Source: an optimization exercise on an open RTL-to-GDS flow (aim: a short achievable clock period and few clock cycles). Production flows keep margins and buffers that such runs may drop.
Only simulation tests tie the RTL to the original design; equivalence was not proved.
The clock input has no modelled driver; a real chip could not lean on it and would need a root buffer or a full tree.
No activity file was given, so power comes from the tool's default toggle rates.

== wip/maple ==
// ifmap_loader_top
module ifmap_loader_top (
	input  wire         clk,
	input  wire         reset,
	input  wire         load_valid,
	input  wire         load_map,
	input  wire  [9:0]  load_addr,
	input  wire         load_spike,
	input  wire         start,
	input  wire         ctrl_valid,
	input  wire  [34:0] ctrl_pkt,
	output logic        pkt_valid,
	output logic [34:0] pkt,
	output logic        busy,
	output logic        scan_done
);
==> module ifmap_loader_top, before the edit <==
module ifmap_loader_top (
	input  wire         clk,
	input  wire         reset,
	input  wire         load_valid,
	input  wire         load_map,
	input  wire  [9:0]  load_addr,
	input  wire         load_spike,
	input  wire         start,
	input  wire         ctrl_valid,
	input  wire  [34:0] ctrl_pkt,
	output logic        pkt_valid,
	output logic [34:0] pkt,
	output logic        busy,
	output logic        scan_done
);
	logic       w_v, w_m, w_s;
	logic [9:0] w_a;
	logic [63:0] w_rs;    
	logic [31:0] w_cs;    
	logic [63:0] w_d;     
	logic [2047:0] mb;    
	always_ff @(posedge clk) begin
		w_v <= load_valid & ~reset;
		w_m <= load_map;
		w_a <= load_addr;
		w_s <= load_spike;
	end
	always_ff @(posedge clk) begin
		for (int r = 0; r < 64; r++) begin
			w_rs[r] <= w_v && ({w_m, w_a[9:5]} == 6'(r));
			if (w_v && ({w_m, w_a[9:5]} == 6'(r))) w_d[r] <= w_s;
		end
		for (int c = 0; c < 32; c++)
			w_cs[c] <= (w_a[4:0] == 5'(c));
	end
	always_ff @(posedge clk) begin
		for (int r = 0; r < 64; r++)
			for (int c = 0; c < 32; c++)
				if (w_rs[r] && w_cs[c]) mb[r*32 + c] <= w_d[r];
	end
	logic [39:0] w0;      
	logic [39:0] w0f;     
	always_comb begin
		for (int r = 0; r < 5; r++)
			for (int c = 0; c < 8; c++)
				w0f[r*8 + c] = (w_v && !w_m && w_a == 10'(r*32 + c)) ? w_s : w0[r*8 + c];
	end
	always_ff @(posedge clk) begin
		w0 <= w0f;
	end
	logic [10:0] cnt0, cnt1;
	logic        loaded;
	always_ff @(posedge clk) begin
		if (reset) begin
			cnt0 <= '0;
			cnt1 <= '0;
		end else if (w_v) begin
			if (!w_m && !cnt0[10]) cnt0 <= cnt0 + 1'b1;
			if (w_m && !cnt1[10]) cnt1 <= cnt1 + 1'b1;
		end
	end
	assign loaded = (cnt0[10] | (w_v & ~w_m & (&cnt0[9:0]))) &
	                (cnt1[10] | (w_v &  w_m & (&cnt1[9:0])));
	logic done;
	logic start_take;
	logic st_r;           
	logic snd;            
	logic wtr, wt0, wt1;
	logic gap;            
	logic last0, last1;   
	logic rel;
	logic [9:0] pe_oh;    
	logic [9:0] sc;       
	logic [49:0] w0p;     
	logic [49:0] nx;      
	logic [44:0] sr;      
	logic [4:0]  pkt_spk;
	logic [3:0]  pkt_dst;
	assign done = ctrl_valid && (ctrl_pkt[26:0] == 27'd1);
	assign start_take = start && !reset && !busy && loaded;
	assign rel = ((wtr || gap) && done) || start_take;
	always_ff @(posedge clk) begin
		if (reset) begin
			busy <= 1'b0;
			scan_done <= 1'b0;
			st_r <= 1'b0;
			snd <= 1'b0;
			wtr <= 1'b0;
			wt0 <= 1'b0;
			wt1 <= 1'b0;
			gap <= 1'b0;
			pkt_valid <= 1'b0;
		end else begin
			busy <= start_take || (busy && !scan_done);
			scan_done <= wt1 && done;
			st_r <= start_take;
			if (snd) begin
				pkt_valid <= 1'b1;
				snd <= !pe_oh[8];
				wtr <= pe_oh[8] && !last0 && !last1;
				wt0 <= pe_oh[8] && last0;
				wt1 <= pe_oh[8] && last1;
			end else begin
				pkt_valid <= rel;
				snd <= rel;
				wtr <= wtr && !done;
				wt0 <= wt0 && !done;
				wt1 <= wt1 && !done;
			end
			gap <= (wt0 && done) || (gap && !done);
		end
	end
	function automatic [3:0] pe_node(input [9:0] oh);
		pe_node = 4'd0;
		for (int p = 0; p < 10; p++)
			if (oh[p]) pe_node = pe_node | ((40'hEA62D951C8 >> (4*p)) & 4'hF);
	endfunction
	always_ff @(posedge clk) begin
		if (snd) begin
			pe_oh <= pe_oh << 1;
			pkt_spk <= sr[4:0];
			sr <= sr >> 5;
			pkt_dst <= pe_node(pe_oh << 1);
		end else begin
			pe_oh <= 10'd1;
			pkt_spk <= busy ? nx[4:0] : w0p[4:0];
			sr <= busy ? nx[49:5] : w0p[49:5];
			pkt_dst <= 4'd8;
		end
	end
	always_comb begin
		for (int k = 0; k < 5; k++)
			for (int j = 0; j < 5; j++) begin
				w0p[10*k + 4 - j] = w0f[8*k + j];
				w0p[10*k + 5 + 4 - j] = w0f[8*k + j + 3];
			end
	end
	always_ff @(posedge clk) begin
		sc <= (st_r ? 10'd0 : sc) + 10'(snd && pe_oh[0]);
		last0 <= (sc == 10'd280);
		last1 <= (sc == 10'd560);
	end
	assign pkt = {4'b0000, pkt_dst, 3'b001, 19'd0, pkt_spk};
	logic       freq;
	logic [63:0] frow;        
	logic [9:0]  fcol;        
	logic [63:0] srow;
	logic [9:0]  scol;
	logic       ract;
	logic [2:0] rk;
	logic [63:0] rsel;        
	logic [9:0]  csel;        
	logic [31:0] s1q [4];     
	logic        s1_v;
	logic [2:0]  s1_k;
	logic [31:0] s1;
	assign freq = st_r || (snd && pe_oh[0]);
	assign srow = st_r ? 64'd1 : frow;
	assign scol = st_r ? 10'd2 : fcol;
	always_ff @(posedge clk) begin
		if (reset) begin
			ract <= 1'b0;
			s1_v <= 1'b0;
		end else begin
			if (freq) begin
				ract <= 1'b1;
			end else if (rk == 3'd4) begin
				ract <= 1'b0;
			end
			s1_v <= ract;
		end
	end
	always_ff @(posedge clk) begin
		if (freq) begin
			if (scol[9]) begin
				fcol <= 10'd1;
				frow <= srow[27] ? (64'd1 << 32) : srow[59] ? 64'd1 : (srow << 1);
			end else begin
				fcol <= scol << 1;
				frow <= srow;
			end
			rsel <= srow;
			csel <= scol;
			rk <= 3'd0;
		end else begin
			rsel <= rsel << 1;
			rk <= rk + 1'b1;
		end
	end
	always_ff @(posedge clk) begin
		for (int q = 0; q < 4; q++)
			for (int c = 0; c < 32; c++) begin
				logic b;
				b = 1'b0;
				for (int r = 16*q; r < 16*q + 16; r++)
					b = b | (rsel[r] & mb[r*32 + c]);
				s1q[q][c] <= b;
			end
		s1_k <= rk;
	end
	assign s1 = s1q[0] | s1q[1] | s1q[2] | s1q[3];
	logic [7:0] win8;
	always_comb begin
		win8 = 8'd0;
		for (int i = 0; i < 10; i++)
			for (int j = 0; j < 8; j++)
				if (3*i + j < 32)
					win8[j] = win8[j] | (csel[i] & s1[(3*i + j) % 32]);
	end
	always_ff @(posedge clk) begin
		if (s1_v) begin
			for (int k = 0; k < 5; k++) begin
				if (s1_k == 3'(k)) begin
					for (int j = 0; j < 5; j++) begin
						nx[10*k + 4 - j] <= win8[j];
						nx[10*k + 5 + 4 - j] <= win8[j + 3];
					end
				end
			end
		end
	end
endmodule
==> flow/config.mk <==
export PLATFORM = sky130hd
export DESIGN_NAME = ifmap_loader_top
export DESIGN_NICKNAME = ifmap_loader_top
export VERILOG_FILES = /design/flow/design.v
export SDC_FILE = /design/flow/constraint.sdc
export NUM_CORES = 4
export LEC_CHECK = 0
export ABC_CLOCK_PERIOD_IN_PS = 2000
export CAP_MARGIN = 20
export CORE_MARGIN = 2
export CORE_UTILIZATION = 65
export PLACE_DENSITY = 0.8
export SETUP_SLACK_MARGIN = 3.0
export SLEW_MARGIN = 20
==> flow/constraint.sdc <==
create_clock -name core_clock -period 5.0 [get_ports {clk}]
set_input_delay 1.0000 -clock core_clock [delete_from_list [all_inputs] [get_ports {clk}]]
set_output_delay 1.0000 -clock core_clock [all_outputs]
set_load 0.01 [all_outputs]
standard.sh (not shown) runs the stock make flow with config.mk's settings and CLKGATE_MAP_FILE= SYNTH_SCRIPT=/design/flow/synth_recipe.tcl, a recipe that flattens the netlist after the stock synthesis.
==> flow/flow/run.sh <==
#!/bin/bash
# The standard layout, except that the clock tree is built by flow/cts_hook.tcl (a balanced
# two-level tree: the clock port drives four root buffers, each root drives the leaf buffers of
# one quarter of the registers) in place of TritonCTS. Everything else is the standard flow.
set -euo pipefail
here=$(pwd)
export PRE_CTS_TCL=$here/flow/cts_hook.tcl
bash standard.sh finish > standard_finish.log 2>&1
Other scripts of this flow, unchanged in this note and not shown: flow/flow/cts_hook.tcl, flow/flow/mytree.tcl
Testbench counts of wip/maple, summed over its fixed seeds: cycles 22,408.
--- input diff wip/maple..wip/raven ---
diff --git a/flow/design.v b/flow/design.v
--- a/flow/design.v
+++ b/flow/design.v
@@ -86,14 +86,11 @@
 				if (w_rs[r] && w_cs[c]) mb[r*32 + c] <= w_d[r];
 	end
 	logic [39:0] w0;      
-	logic [39:0] w0f;     
-	always_comb begin
+	always_ff @(posedge clk) begin
 		for (int r = 0; r < 5; r++)
 			for (int c = 0; c < 8; c++)
-				w0f[r*8 + c] = (w_v && !w_m && w_a == 10'(r*32 + c)) ? w_s : w0[r*8 + c];
-	end
-	always_ff @(posedge clk) begin
-		w0 <= w0f;
+				if (load_valid && !reset && !load_map && load_addr == 10'(r*32 + c))
+					w0[r*8 + c] <= load_spike;
 	end
 	logic [10:0] cnt0, cnt1;
 	logic        loaded;
@@ -178,8 +175,8 @@
 	always_comb begin
 		for (int k = 0; k < 5; k++)
 			for (int j = 0; j < 5; j++) begin
-				w0p[10*k + 4 - j] = w0f[8*k + j];
-				w0p[10*k + 5 + 4 - j] = w0f[8*k + j + 3];
+				w0p[10*k + 4 - j] = w0[8*k + j];
+				w0p[10*k + 5 + 4 - j] = w0[8*k + j + 3];
 			end
 	end
 	always_ff @(posedge clk) begin
@@ -197,10 +194,10 @@
 	logic [2:0] rk;
 	logic [63:0] rsel;        
 	logic [9:0]  csel;        
-	logic [31:0] s1q [4];     
-	logic        s1_v;
-	logic [2:0]  s1_k;
-	logic [31:0] s1;
+	logic [31:0] s1q [8];     
+	logic        s1_v, s2_v;
+	logic [2:0]  s1_k, s2_k;
+	logic [31:0] s1;          
 	assign freq = st_r || (snd && pe_oh[0]);
 	assign srow = st_r ? 64'd1 : frow;
 	assign scol = st_r ? 10'd2 : fcol;
@@ -208,6 +205,7 @@
 		if (reset) begin
 			ract <= 1'b0;
 			s1_v <= 1'b0;
+			s2_v <= 1'b0;
 		end else begin
 			if (freq) begin
 				ract <= 1'b1;
@@ -215,6 +213,7 @@
 				ract <= 1'b0;
 			end
 			s1_v <= ract;
+			s2_v <= s1_v;
 		end
 	end
 	always_ff @(posedge clk) begin
@@ -235,17 +234,20 @@
 		end
 	end
 	always_ff @(posedge clk) begin
-		for (int q = 0; q < 4; q++)
+		for (int q = 0; q < 8; q++)
 			for (int c = 0; c < 32; c++) begin
 				logic b;
 				b = 1'b0;
-				for (int r = 16*q; r < 16*q + 16; r++)
+				for (int r = 8*q; r < 8*q + 8; r++)
 					b = b | (rsel[r] & mb[r*32 + c]);
 				s1q[q][c] <= b;
 			end
 		s1_k <= rk;
-	end
-	assign s1 = s1q[0] | s1q[1] | s1q[2] | s1q[3];
+		s2_k <= s1_k;
+	end
+	always_ff @(posedge clk) begin
+		s1 <= s1q[0] | s1q[1] | s1q[2] | s1q[3] | s1q[4] | s1q[5] | s1q[6] | s1q[7];
+	end
 	logic [7:0] win8;
 	always_comb begin
 		win8 = 8'd0;
@@ -255,9 +257,9 @@
 					win8[j] = win8[j] | (csel[i] & s1[(3*i + j) % 32]);
 	end
 	always_ff @(posedge clk) begin
-		if (s1_v) begin
+		if (s2_v) begin
 			for (int k = 0; k < 5; k++) begin
-				if (s1_k == 3'(k)) begin
+				if (s2_k == 3'(k)) begin
 					for (int j = 0; j < 5; j++) begin
 						nx[10*k + 4 - j] <= win8[j];
 						nx[10*k + 5 + 4 - j] <= win8[j + 3];
- Looking at distinct cell type count after synthesis, wip/raven sits 14 below wip/maple.
- Diff wip/maple and wip/raven: global-route met2 utilization lower in wip/raven
- wip/raven ends up with higher power per standard cell area than wip/maple does.
- The final worst-path cycle share reported for wip/raven is smaller than that of wip/maple by 2.2 points.
- Relative to wip/maple, the final cell area reported for wip/raven is higher.
- Delta (wip/raven minus wip/maple): detailed-routing iteration count for the pre-antenna-repair pass saw a decrease; worst-case headroom to the max-slew limit went down 16 points.
- In wip/raven, sequential cell count is higher than in wip/maple.
- The combined global-route utilization of all metal layers reported for wip/raven is smaller than that of wip/maple by 3.8 points.
- wip/raven against wip/maple: number of instances resized during post-cts repair shows a reduction of 76%, total power draw shows an increase of 1.9 mW, area after synthesis shows an increase of 2700 um2.
- wip/raven against wip/maple: overall die width rose by about 1.2%; final period demand of the worst path lower.
Testbench counts of wip/raven, summed over its fixed seeds: cycles 22,408.
In every run of this note, the design's own scripts or RTL, not TritonCTS, make the clock network.

==> re-timing with driven ports <==
How much do the figures lean on ideal ports? The routed layouts below were timed once more, with nothing changed but the port constraints. Step 1 sets driving cells, clkbuf_16 on the clock port and buf_2 on the other inputs (assumed; they add their load-dependent delay and slew). Step 2, shift: input delay + t, output delay - t, t = (earliest + latest rising clock arrival at the registers) / 2. This alone moves slack from input paths to output paths. Three values: ideal ports, drivers, drivers and shift; two values: the first two.
run | t (ns) | setup WS [ns] | hold WS [ns] | worst setup path at the end | worst data-port slew with drivers (ns)
wip/maple | 0.780 | 2.850 / 2.751 / 2.515 | 0.381 / 0.330 / 0.381 | input to register | 0.07
wip/raven | 0.786 | 2.960 / 2.757 / 2.488 | 0.334 / 0.334 / 0.334 | input to register | 0.04
After both steps setup and hold are still met in every run listed. For wip/raven, which loses most, drivers alone change the setup slack by -0.203 ns; drivers and shift together by -0.472 ns.
